What follows belongs to an exercise in optimizing a design on an open flow for small area; a production flow would make more cautious choices.
Where RTL was checked, it was by simulation tests only, not by an equivalence proof against the original.
Power is estimated from default activity; no workload was simulated.

==> module sepr_xfer_calc, before the edit <==
module sepr_xfer_calc (
   input  logic              core_clk,
   input  logic              uctl_rst_n,
   input  logic              wr_addr_load,      
   input  logic              xfer_done,         
   input  logic              xfer_busy,         
   input  logic [addr_w-1:0] start_addr,
   input  logic [addr_w-1:0] end_addr,
   input  logic [addr_w-1:0] rd_ptr,
   input  logic [addr_w-1:0] rd_ptr_n,          
   input  logic [addr_w-1:0] next_rd_ptr,       
   input  logic [addr_w-1:0] cfg_sys_wr_addr,
   output logic [len_w-1:0]  dma_len,
   output logic [addr_w-1:0] sys_wr_addr
);
   localparam int hw = addr_w - 2;    
   localparam int k1 = 8;             
   localparam int k2 = 18;            
   localparam int ks = 18;            
   localparam logic [255:0] tab_ca = 256'hffffffffffffffff0000ffffffffffff00000000ffffffff100031007310ffff;
   localparam logic [255:0] tab_cb = 256'hf731ff73fff7fffffffff731ff73fff7fff7fffff731ff73ffffffffffffffff;
   localparam logic [255:0] tab_cc1 = 256'h000010003100731073100000100031003100731000001000ff73fff7fffff731;
   localparam logic [255:0] tab_cn = 256'hffffffffffffffffffffffffffffffffffffffffffffffff1000310073100000;
   logic [hw-1:0] h_w, r_nw, s_nw, e_w;
   logic [1:0]    h_b, r_b, s_b, e_b;
   logic [7:0]    lo;
   logic          wrap;               
   logic          wrap_q;             
   logic          ysel;               
   logic          ca, cb, cc1, cn;
   logic          cn_q;               
   logic [1:0]    len_b;              
   logic [hw-1:0] sel_b, len_f;       
   logic [hw-1:0] a_s, b_s;           
   logic          a_c1, b_c1, c_c1, a_c2, b_c2, c_c2, s_c1;
   logic          ca1_q, cb1_q, cw0_q, cw1_q, ca2_q, cb2_q, cc2_q, cs_q;
   logic [hw-1:0] sa;                 
   assign h_w  = next_rd_ptr[addr_w-1:2];
   assign r_nw = rd_ptr_n[addr_w-1:2];
   assign s_nw = ~start_addr[addr_w-1:2];
   assign e_w  = end_addr[addr_w-1:2];
   assign h_b  = next_rd_ptr[1:0];
   assign r_b  = rd_ptr[1:0];
   assign s_b  = start_addr[1:0];
   assign e_b  = end_addr[1:0];
   assign lo   = {h_b, r_b, e_b, s_b};
   assign ca  = tab_ca[lo];           
   assign cb  = tab_cb[lo];           
   assign cc1 = tab_cc1[lo];          
   assign cn  = tab_cn[lo];           
   sepr_gt u_wrap (.a_n(rd_ptr_n), .b(next_rd_ptr), .gt(wrap));
   always_ff @(posedge core_clk) begin
      wrap_q <= wrap;
      cn_q   <= cn;
   end
   assign ysel  = ~xfer_busy | wrap_q;
   assign len_b = wrap_q ? 2'(h_b - r_b + e_b - s_b) : 2'(h_b - r_b);
   assign sel_b[k1-1:0] = ysel ? b_s[k1-1:0] : {k1{cn_q}};
   sepr_rca #(k1) u_a1 (.a(h_w[k1-1:0]), .b(r_nw[k1-1:0]), .ci(ca), .s(a_s[k1-1:0]), .co(a_c1));
   sepr_rca #(k1) u_b1 (.a(e_w[k1-1:0]), .b(s_nw[k1-1:0]), .ci(cb), .s(b_s[k1-1:0]), .co(b_c1));
   sepr_rca #(k1) u_c1 (.a(a_s[k1-1:0]), .b(sel_b[k1-1:0]), .ci(ysel & cc1),
                        .s(len_f[k1-1:0]), .co(c_c1));
   assign sel_b[k2-1:k1] = wrap_q ? b_s[k2-1:k1] : {(k2-k1){cn_q}};
   sepr_rca #(k2-k1) u_a2 (.a(h_w[k2-1:k1]), .b(r_nw[k2-1:k1]), .ci(ca1_q),
                           .s(a_s[k2-1:k1]), .co(a_c2));
   sepr_rca #(k2-k1) u_b2 (.a(e_w[k2-1:k1]), .b(s_nw[k2-1:k1]), .ci(cb1_q),
                           .s(b_s[k2-1:k1]), .co(b_c2));
   sepr_rca #(k2-k1) u_c2 (.a(a_s[k2-1:k1]), .b(sel_b[k2-1:k1]), .ci(wrap_q ? cw1_q : cw0_q),
                           .s(len_f[k2-1:k1]), .co(c_c2));
   assign sel_b[hw-1:k2] = wrap_q ? b_s[hw-1:k2] : {(hw-k2){cn_q}};
   sepr_rca #(hw-k2) u_a3 (.a(h_w[hw-1:k2]), .b(r_nw[hw-1:k2]), .ci(ca2_q),
                           .s(a_s[hw-1:k2]), .co());
   sepr_rca #(hw-k2) u_b3 (.a(e_w[hw-1:k2]), .b(s_nw[hw-1:k2]), .ci(cb2_q),
                           .s(b_s[hw-1:k2]), .co());
   sepr_rca #(hw-k2) u_c3 (.a(a_s[hw-1:k2]), .b(sel_b[hw-1:k2]), .ci(cc2_q),
                           .s(len_f[hw-1:k2]), .co());
   assign dma_len = {len_f[len_w-3:0], len_b};
   sepr_rca #(ks) u_s1 (.a(sys_wr_addr[ks+1:2]), .b(len_f[ks-1:0]), .ci(|len_b),
                        .s(sa[ks-1:0]), .co(s_c1));
   sepr_rca #(hw-ks) u_s2 (.a(sys_wr_addr[addr_w-1:ks+2]), .b(len_f[hw-1:ks]), .ci(cs_q),
                           .s(sa[hw-1:ks]), .co());
   always_ff @(posedge core_clk) begin
      ca1_q <= a_c1;
      cb1_q <= b_c1;
      cw1_q <= c_c1;
      cw0_q <= cn & (|a_s[k1-1:0]);
      ca2_q <= a_c2;
      cb2_q <= b_c2;
      cc2_q <= c_c2;
      cs_q  <= s_c1;
   end
   always_ff @(posedge core_clk or negedge uctl_rst_n) begin
      if (!uctl_rst_n) begin
         sys_wr_addr <= '0;
      end else if (wr_addr_load) begin
         sys_wr_addr <= cfg_sys_wr_addr;
      end else if (xfer_done) begin
         sys_wr_addr[addr_w-1:2] <= sa;
      end
   end
endmodule
Settings: LEC_CHECK=0, CAP_MARGIN=20, CORE_MARGIN=2, CORE_UTILIZATION=40, SLEW_MARGIN=20, SYNTH_HIERARCHICAL=1; clock period 10.0 ns.
standard.sh (not shown) runs the stock make flow with config.mk's settings and CLKGATE_MAP_FILE= SYNTH_SCRIPT=/design/flow/synth_recipe.tcl, a recipe that flattens the netlist after the stock synthesis.
==> flow/flow/run.sh <==
#!/bin/bash
# Standard ORFS layout (the standard.sh), with each port buffered by the
# smallest buffer, and a clock tree of clkbuf_8 without dummy loads.
set -euo pipefail
export BUFFER_PORTS_ARGS="-buffer_cell sky130_fd_sc_hd__buf_1"
export CTS_ARGS="-sink_clustering_enable -repair_clock_nets -dont_use_dummy_load -buf_list sky130_fd_sc_hd__clkbuf_8"
bash standard.sh finish > standard_flow.log 2>&1
Next try:
--- a/flow/design.v
+++ b/flow/design.v
@@ -183,25 +183,25 @@
    always_ff @(posedge core_clk) begin
       wrap_q <= wrap;
       cn_q   <= cn;
    end
    assign ysel  = ~xfer_busy | wrap_q;
    assign len_b = wrap_q ? 2'(h_b - r_b + e_b - s_b) : 2'(h_b - r_b);
-   assign sel_b[k1-1:0] = ysel ? b_s[k1-1:0] : {k1{cn_q}};
+   assign sel_b[k1-1:0] = b_s[k1-1:0] | {k1{~ysel}};
    sepr_rca #(k1) u_a1 (.a(h_w[k1-1:0]), .b(r_nw[k1-1:0]), .ci(ca), .s(a_s[k1-1:0]), .co(a_c1));
    sepr_rca #(k1) u_b1 (.a(e_w[k1-1:0]), .b(s_nw[k1-1:0]), .ci(cb), .s(b_s[k1-1:0]), .co(b_c1));
-   sepr_rca #(k1) u_c1 (.a(a_s[k1-1:0]), .b(sel_b[k1-1:0]), .ci(ysel & cc1),
+   sepr_rca #(k1) u_c1 (.a(a_s[k1-1:0]), .b(sel_b[k1-1:0]), .ci(ysel ? cc1 : ~cn_q),
                         .s(len_f[k1-1:0]), .co(c_c1));
-   assign sel_b[k2-1:k1] = wrap_q ? b_s[k2-1:k1] : {(k2-k1){cn_q}};
+   assign sel_b[k2-1:k1] = b_s[k2-1:k1] | {(k2-k1){~wrap_q}};
    sepr_rca #(k2-k1) u_a2 (.a(h_w[k2-1:k1]), .b(r_nw[k2-1:k1]), .ci(ca1_q),
                            .s(a_s[k2-1:k1]), .co(a_c2));
    sepr_rca #(k2-k1) u_b2 (.a(e_w[k2-1:k1]), .b(s_nw[k2-1:k1]), .ci(cb1_q),
                            .s(b_s[k2-1:k1]), .co(b_c2));
    sepr_rca #(k2-k1) u_c2 (.a(a_s[k2-1:k1]), .b(sel_b[k2-1:k1]), .ci(wrap_q ? cw1_q : cw0_q),
                            .s(len_f[k2-1:k1]), .co(c_c2));
-   assign sel_b[hw-1:k2] = wrap_q ? b_s[hw-1:k2] : {(hw-k2){cn_q}};
+   assign sel_b[hw-1:k2] = b_s[hw-1:k2] | {(hw-k2){~wrap_q}};
    sepr_rca #(hw-k2) u_a3 (.a(h_w[hw-1:k2]), .b(r_nw[hw-1:k2]), .ci(ca2_q),
                            .s(a_s[hw-1:k2]), .co());
    sepr_rca #(hw-k2) u_b3 (.a(e_w[hw-1:k2]), .b(s_nw[hw-1:k2]), .ci(cb2_q),
                            .s(b_s[hw-1:k2]), .co());
    sepr_rca #(hw-k2) u_c3 (.a(a_s[hw-1:k2]), .b(sel_b[hw-1:k2]), .ci(cc2_q),
                            .s(len_f[hw-1:k2]), .co());
@@ -211,13 +211,13 @@
    sepr_rca #(hw-ks) u_s2 (.a(sys_wr_addr[addr_w-1:ks+2]), .b(len_f[hw-1:ks]), .ci(cs_q),
                            .s(sa[hw-1:ks]), .co());
    always_ff @(posedge core_clk) begin
       ca1_q <= a_c1;
       cb1_q <= b_c1;
       cw1_q <= c_c1;
-      cw0_q <= cn & (|a_s[k1-1:0]);
+      cw0_q <= ~cn | (|a_s[k1-1:0]);
       ca2_q <= a_c2;
       cb2_q <= b_c2;
       cc2_q <= c_c2;
       cs_q  <= s_c1;
    end
    always_ff @(posedge core_clk or negedge uctl_rst_n) begin
Power came out lower by 3.7%; worst setup slack barely changes; via count shrinks by about 3%; area after synthesis falls by about 0.45%; register-to-register slack hardly moves; die area went down by about 0.44%; clock skew stays flat; non-clock buffer count grows by 5; first-iteration DRC count came out lower by 23%; wire length fell by 1.3%; global-route usage went down by 0.20 points; fmax is about the same; clock-buffer cell count stays the same; sequential power barely changes.

---

wip/delta:
The RTL this note starts from:
==> flow/design.v <==
package sepr_pkg;
   localparam int unsigned addr_w = 32;
   localparam int unsigned len_w = 20;
   localparam int unsigned word_bytes = 4;
   localparam logic last_op_read = 1'b0;
   typedef enum logic [2:0] {
      st_idle    = 3'b000,     
      st_rd_ptr  = 3'b001,     
      st_rd_hdr  = 3'b010,     
      st_rd_data = 3'b011,     
      st_updt    = 3'b100      
   } sepr_state_t;
endpackage
import sepr_pkg::*;
module sepr_ctrl_fsm (
   input  logic core_clk,
   input  logic uctl_rst_n,
   input  logic get_rd_ptrs,       
   input  logic wr_addr_en,        
   input  logic hdr_rd,            
   input  logic rd,                
   input  logic updt_rd_buf,       
   input  logic mem_ack,
   input  logic dma_dn,
   input  logic ept_updt_dn,
   input  logic buf_empty_in,      
   output logic rd_ptrs_rcvd,
   output logic buf_empty,
   output logic hdr_rd_dn,
   output logic transfer_dn,
   output logic buf_updt_dn,
   output logic mem_rd,
   output logic dma_start,
   output logic ept_req_data,
   output logic ept_updt_req,
   output logic ld_ptr,            
   output logic ld_hdr,            
   output logic wr_addr_load,      
   output logic xfer_done          
);
   logic updt_q;                   
   assign ept_req_data = get_rd_ptrs;
   assign ld_ptr       = get_rd_ptrs;
   assign wr_addr_load = get_rd_ptrs & wr_addr_en;
   assign hdr_rd_dn    = mem_ack & mem_rd;
   assign ld_hdr       = hdr_rd_dn;
   assign xfer_done    = transfer_dn;
   always_ff @(posedge core_clk or negedge uctl_rst_n) begin
      if (!uctl_rst_n) begin
         rd_ptrs_rcvd <= 1'b0;
         buf_empty    <= 1'b0;
         mem_rd       <= 1'b0;
         dma_start    <= 1'b0;
         transfer_dn  <= 1'b0;
         ept_updt_req <= 1'b0;
         buf_updt_dn  <= 1'b0;
         updt_q       <= 1'b0;
      end else begin
         rd_ptrs_rcvd <= get_rd_ptrs;
         buf_empty    <= get_rd_ptrs & buf_empty_in;
         mem_rd       <= hdr_rd | (mem_rd & ~mem_ack);
         dma_start    <= rd;
         transfer_dn  <= dma_dn;
         ept_updt_req <= (updt_rd_buf & ~updt_q) | (ept_updt_req & ~ept_updt_dn);
         buf_updt_dn  <= ept_updt_dn;
         updt_q       <= updt_rd_buf;
      end
   end
endmodule
import sepr_pkg::*;
module sepr_ptr_regs (
   input  logic              core_clk,
   input  logic              uctl_rst_n,
   input  logic              ld_ptr,           
   input  logic              ld_hdr,           
   input  logic [addr_w-1:0] ept_start_addr,
   input  logic [addr_w-1:0] ept_end_addr,
   input  logic [addr_w-1:0] ept_rd_ptr,
   input  logic [addr_w-1:0] ept_wr_ptr,
   input  logic              ept_last_op,
   input  logic [addr_w-1:0] mem_rd_data,      
   input  logic              mem_dval,
   output logic [addr_w-1:0] start_addr,
   output logic [addr_w-1:0] end_addr,
   output logic [addr_w-1:0] rd_ptr,
   output logic [addr_w-1:0] next_rd_ptr,      
   output logic              buf_empty         
);
   always_ff @(posedge core_clk or negedge uctl_rst_n) begin
      if (!uctl_rst_n) begin
         start_addr <= '0;
         end_addr   <= '0;
      end else if (ld_ptr) begin
         start_addr <= ept_start_addr;
         end_addr   <= ept_end_addr;
      end
   end
   always_ff @(posedge core_clk or negedge uctl_rst_n) begin
      if (!uctl_rst_n) begin
         rd_ptr <= '0;
      end else if (ld_ptr) begin
         rd_ptr <= ept_rd_ptr;
      end else if (ld_hdr) begin
         if (rd_ptr > end_addr)
            rd_ptr <= start_addr;                    
         else
            rd_ptr <= rd_ptr + addr_w'(word_bytes);  
      end
   end
   always_ff @(posedge core_clk) begin
      if (mem_dval) next_rd_ptr <= mem_rd_data;
   end
   assign buf_empty = (ept_wr_ptr == ept_rd_ptr) && (ept_last_op == last_op_read);
endmodule
import sepr_pkg::*;
module sepr_xfer_calc (
   input  logic              core_clk,
   input  logic              uctl_rst_n,
   input  logic              wr_addr_load,      
   input  logic              xfer_done,         
   input  logic [addr_w-1:0] start_addr,
   input  logic [addr_w-1:0] end_addr,
   input  logic [addr_w-1:0] rd_ptr,
   input  logic [addr_w-1:0] next_rd_ptr,       
   input  logic [addr_w-1:0] cfg_sys_wr_addr,
   output logic [len_w-1:0]  dma_len,
   output logic [addr_w-1:0] sys_wr_addr
);
   logic              hdr_nz;         
   logic [addr_w-1:0] hdr_end;        
   logic              wrap;           
   logic [addr_w-1:0] xfer_len;
   assign hdr_nz  = |next_rd_ptr[1:0];
   assign hdr_end = next_rd_ptr - (hdr_nz ? addr_w'(word_bytes) : '0);
   assign wrap    = rd_ptr > next_rd_ptr;
   assign xfer_len = hdr_end - rd_ptr
                   + (wrap ? end_addr + addr_w'(word_bytes) - start_addr : '0);
   assign dma_len = xfer_len[len_w-1:0];
   always_ff @(posedge core_clk or negedge uctl_rst_n) begin
      if (!uctl_rst_n) begin
         sys_wr_addr <= '0;
      end else if (wr_addr_load) begin
         sys_wr_addr <= cfg_sys_wr_addr;
      end else if (xfer_done) begin
         sys_wr_addr[addr_w-1:2] <= sys_wr_addr[addr_w-1:2] + xfer_len[addr_w-1:2]
                                  + (addr_w-2)'(|xfer_len[1:0]);
      end
   end
endmodule
import sepr_pkg::*;
module sepr_top (
   input  logic              core_clk,
   input  logic              uctl_rst_n,
   input  logic              get_rd_ptrs,
   input  logic              wr_addr_en,
   input  logic              hdr_rd,
   input  logic              rd,
   input  logic              updt_rd_buf,
   output logic              rd_ptrs_rcvd,
   output logic              buf_empty,
   output logic              hdr_rd_dn,
   output logic              transfer_dn,
   output logic              buf_updt_dn,
   input  logic [addr_w-1:0] mem_rd_data,
   input  logic              mem_ack,
   input  logic              mem_dval,
   output logic [addr_w-1:0] mem_addr,
   output logic              mem_rd,
   input  logic              dma_dn,
   input  logic [addr_w-1:0] cfg_sys_wr_addr,
   output logic              dma_start,
   output logic [addr_w-1:0] dma_laddr,
   output logic [len_w-1:0]  dma_len,
   output logic [addr_w-1:0] dma_ep_start_addr,
   output logic [addr_w-1:0] dma_ep_end_addr,
   output logic [addr_w-1:0] sys_wr_addr,
   input  logic [addr_w-1:0] ept_start_addr,
   input  logic [addr_w-1:0] ept_end_addr,
   input  logic [addr_w-1:0] ept_rd_ptr,
   input  logic [addr_w-1:0] ept_wr_ptr,
   input  logic              ept_last_op,
   input  logic              ept_updt_dn,
   output logic              ept_req_data,
   output logic              ept_updt_req,
   output logic [addr_w-1:0] ept_wr_rd_ptr
);
   logic              ld_ptr;
   logic              ld_hdr;
   logic              wr_addr_load;
   logic              xfer_done;
   logic              ptr_buf_empty;    
   logic [addr_w-1:0] start_addr;
   logic [addr_w-1:0] end_addr;
   logic [addr_w-1:0] rd_ptr;
   logic [addr_w-1:0] next_rd_ptr;
   sepr_ctrl_fsm i_ctrl_fsm (
      .core_clk, .uctl_rst_n, .get_rd_ptrs, .wr_addr_en, .hdr_rd, .rd, .updt_rd_buf,
      .mem_ack, .dma_dn, .ept_updt_dn, .buf_empty_in(ptr_buf_empty),
      .rd_ptrs_rcvd, .buf_empty, .hdr_rd_dn, .transfer_dn, .buf_updt_dn,
      .mem_rd, .dma_start, .ept_req_data, .ept_updt_req,
      .ld_ptr, .ld_hdr, .wr_addr_load, .xfer_done
   );
   sepr_ptr_regs i_ptr_regs (
      .core_clk, .uctl_rst_n, .ld_ptr, .ld_hdr,
      .ept_start_addr, .ept_end_addr, .ept_rd_ptr, .ept_wr_ptr, .ept_last_op,
      .mem_rd_data, .mem_dval,
      .start_addr, .end_addr, .rd_ptr, .next_rd_ptr, .buf_empty(ptr_buf_empty)
   );
   sepr_xfer_calc i_xfer_calc (
      .core_clk, .uctl_rst_n, .wr_addr_load, .xfer_done,
      .start_addr, .end_addr, .rd_ptr, .next_rd_ptr, .cfg_sys_wr_addr,
      .dma_len, .sys_wr_addr
   );
   assign mem_addr          = rd_ptr;     
   assign dma_laddr         = rd_ptr;     
   assign dma_ep_start_addr = start_addr;
   assign dma_ep_end_addr   = end_addr;
   assign ept_wr_rd_ptr     = {next_rd_ptr[addr_w-1:2], 2'b00};    
endmodule
make LEC_CHECK=0 CAP_MARGIN=20 CORE_MARGIN=2 CORE_UTILIZATION=40 SLEW_MARGIN=20 finish   # period 10.0 ns
run.sh (not shown) runs the stock make flow with config.mk's settings and CLKGATE_MAP_FILE= SYNTH_SCRIPT=/design/flow/synth_recipe.tcl, a recipe that flattens the netlist after the stock synthesis.
Stock flow here: none of the scripts above is used.
> inputs changed (wip/delta -> wip/umber)
--- a/flow/design.v
+++ b/flow/design.v
@@ -127,13 +127,40 @@
    output logic [addr_w-1:0] sys_wr_addr
 );
+   function automatic logic [addr_w:0] rca(input logic [addr_w-1:0] a, input logic [addr_w-1:0] b,
+                                           input logic ci);
+      logic [addr_w-1:0] s;
+      logic              c;
+      c = ci;
+      for (int i = 0; i < addr_w; i++) begin
+         s[i] = a[i] ^ b[i] ^ c;
+         c    = (a[i] & b[i]) | (c & (a[i] ^ b[i]));
+      end
+      rca = {c, s};
+   endfunction
+   function automatic logic [addr_w-3:0] rinc(input logic [addr_w-3:0] a, input logic ci);
+      logic [addr_w-3:0] s;
+      logic              c;
+      c = ci;
+      for (int i = 0; i < addr_w-2; i++) begin
+         s[i] = a[i] ^ c;
+         c    = a[i] & c;
+      end
+      rinc = s;
+   endfunction
    logic              hdr_nz;         
-   logic [addr_w-1:0] hdr_end;        
+   logic [addr_w:0]   d_sum;          
    logic              wrap;           
+   logic [addr_w:0]   t_sum;          
+   logic [addr_w-1:0] y;
+   logic [addr_w:0]   c_sum;
    logic [addr_w-1:0] xfer_len;
-   assign hdr_nz  = |next_rd_ptr[1:0];
-   assign hdr_end = next_rd_ptr - (hdr_nz ? addr_w'(word_bytes) : '0);
-   assign wrap    = rd_ptr > next_rd_ptr;
-   assign xfer_len = hdr_end - rd_ptr
-                   + (wrap ? end_addr + addr_w'(word_bytes) - start_addr : '0);
+   assign hdr_nz = |next_rd_ptr[1:0];
+   assign d_sum  = rca(next_rd_ptr, ~rd_ptr, 1'b1);
+   assign wrap   = ~d_sum[addr_w];
+   assign t_sum  = rca(end_addr, ~start_addr, 1'b1);
+   assign y      = wrap ? t_sum[addr_w-1:0] : {{(addr_w-2){hdr_nz}}, 2'b00};
+   assign c_sum  = rca(d_sum[addr_w-1:0], y, 1'b0);
+   assign xfer_len = {rinc(c_sum[addr_w-1:2], wrap & ~hdr_nz)
+, c_sum[1:0]};
    assign dma_len = xfer_len[len_w-1:0];
    always_ff @(posedge core_clk or negedge uctl_rst_n) begin
@@ -143,6 +170,6 @@
          sys_wr_addr <= cfg_sys_wr_addr;
       end else if (xfer_done) begin
-         sys_wr_addr[addr_w-1:2] <= sys_wr_addr[addr_w-1:2] + xfer_len[addr_w-1:2]
-                                  + (addr_w-2)'(|xfer_len[1:0]);
+         sys_wr_addr[addr_w-1:2] <= rca({2'b00, sys_wr_addr[addr_w-1:2]}, {2'b00, xfer_len[addr_w-1:2]},
+                                        |xfer_len[1:0]);
       end
    end
Results
[wip/umber] flow finished | final checks: failed | reasons: negative setup slack. Taking wip/delta as the reference point, the register-to-register slack of wip/umber falls by 16.18 ns. wip/umber vs. wip/delta: worst hold slack saw a decrease, utilization saw an increase, average cell area after synthesis saw an increase, minimum clock period saw an increase. Final weighted congestion of routability-driven global placement: wip/umber < wip/delta. In the reports for wip/delta and wip/umber, the larger number of optimization iterations in the first detailed-route pass belongs to wip/umber. Synthesized cell area (wip/umber / wip/delta): 0.79.
The RTL of wip/umber was laid out without a check of its function.

==> separate check: timing with driven ports <==
The results above use ideal ports. As a check the final layouts listed here were re-extracted and re-timed, cells and wires unchanged. Step 1 (the two cells are an assumption about what drives the block):
set clk [get_ports {core_clk}]
set_driving_cell -lib_cell sky130_fd_sc_hd__clkbuf_16 $clk
set_driving_cell -lib_cell sky130_fd_sc_hd__buf_2 [delete_from_list [all_inputs] $clk]
Step 2 moves the port delays by t, midway between the first and last clock arrival at a register: inputs arrive t later, outputs are due t later. That takes back most of the time a late clock gives input paths. Three values: ideal ports, drivers, drivers and shift; two values: the first two.
run	t (ns)	setup slack, ns	worst hold slack (ns)	latest minus earliest clock arrival (ns)
the first run of note 1	0.529	0.291 / 0.291 / 0.291	0.434 / 0.434 / 0.434	0.035 / 0.036
the second run of note 1	0.526	0.292 / 0.292 / 0.292	0.442 / 0.442 / 0.442	0.036 / 0.036
wip/delta	0.526	1.194 / 1.138 / 1.664	0.448 / 0.448 / 0.448	0.012 / 0.012
wip/umber	0.496	-14.297 / -14.297 / -14.297	0.438 / 0.438 / 0.438	0.011 / 0.012
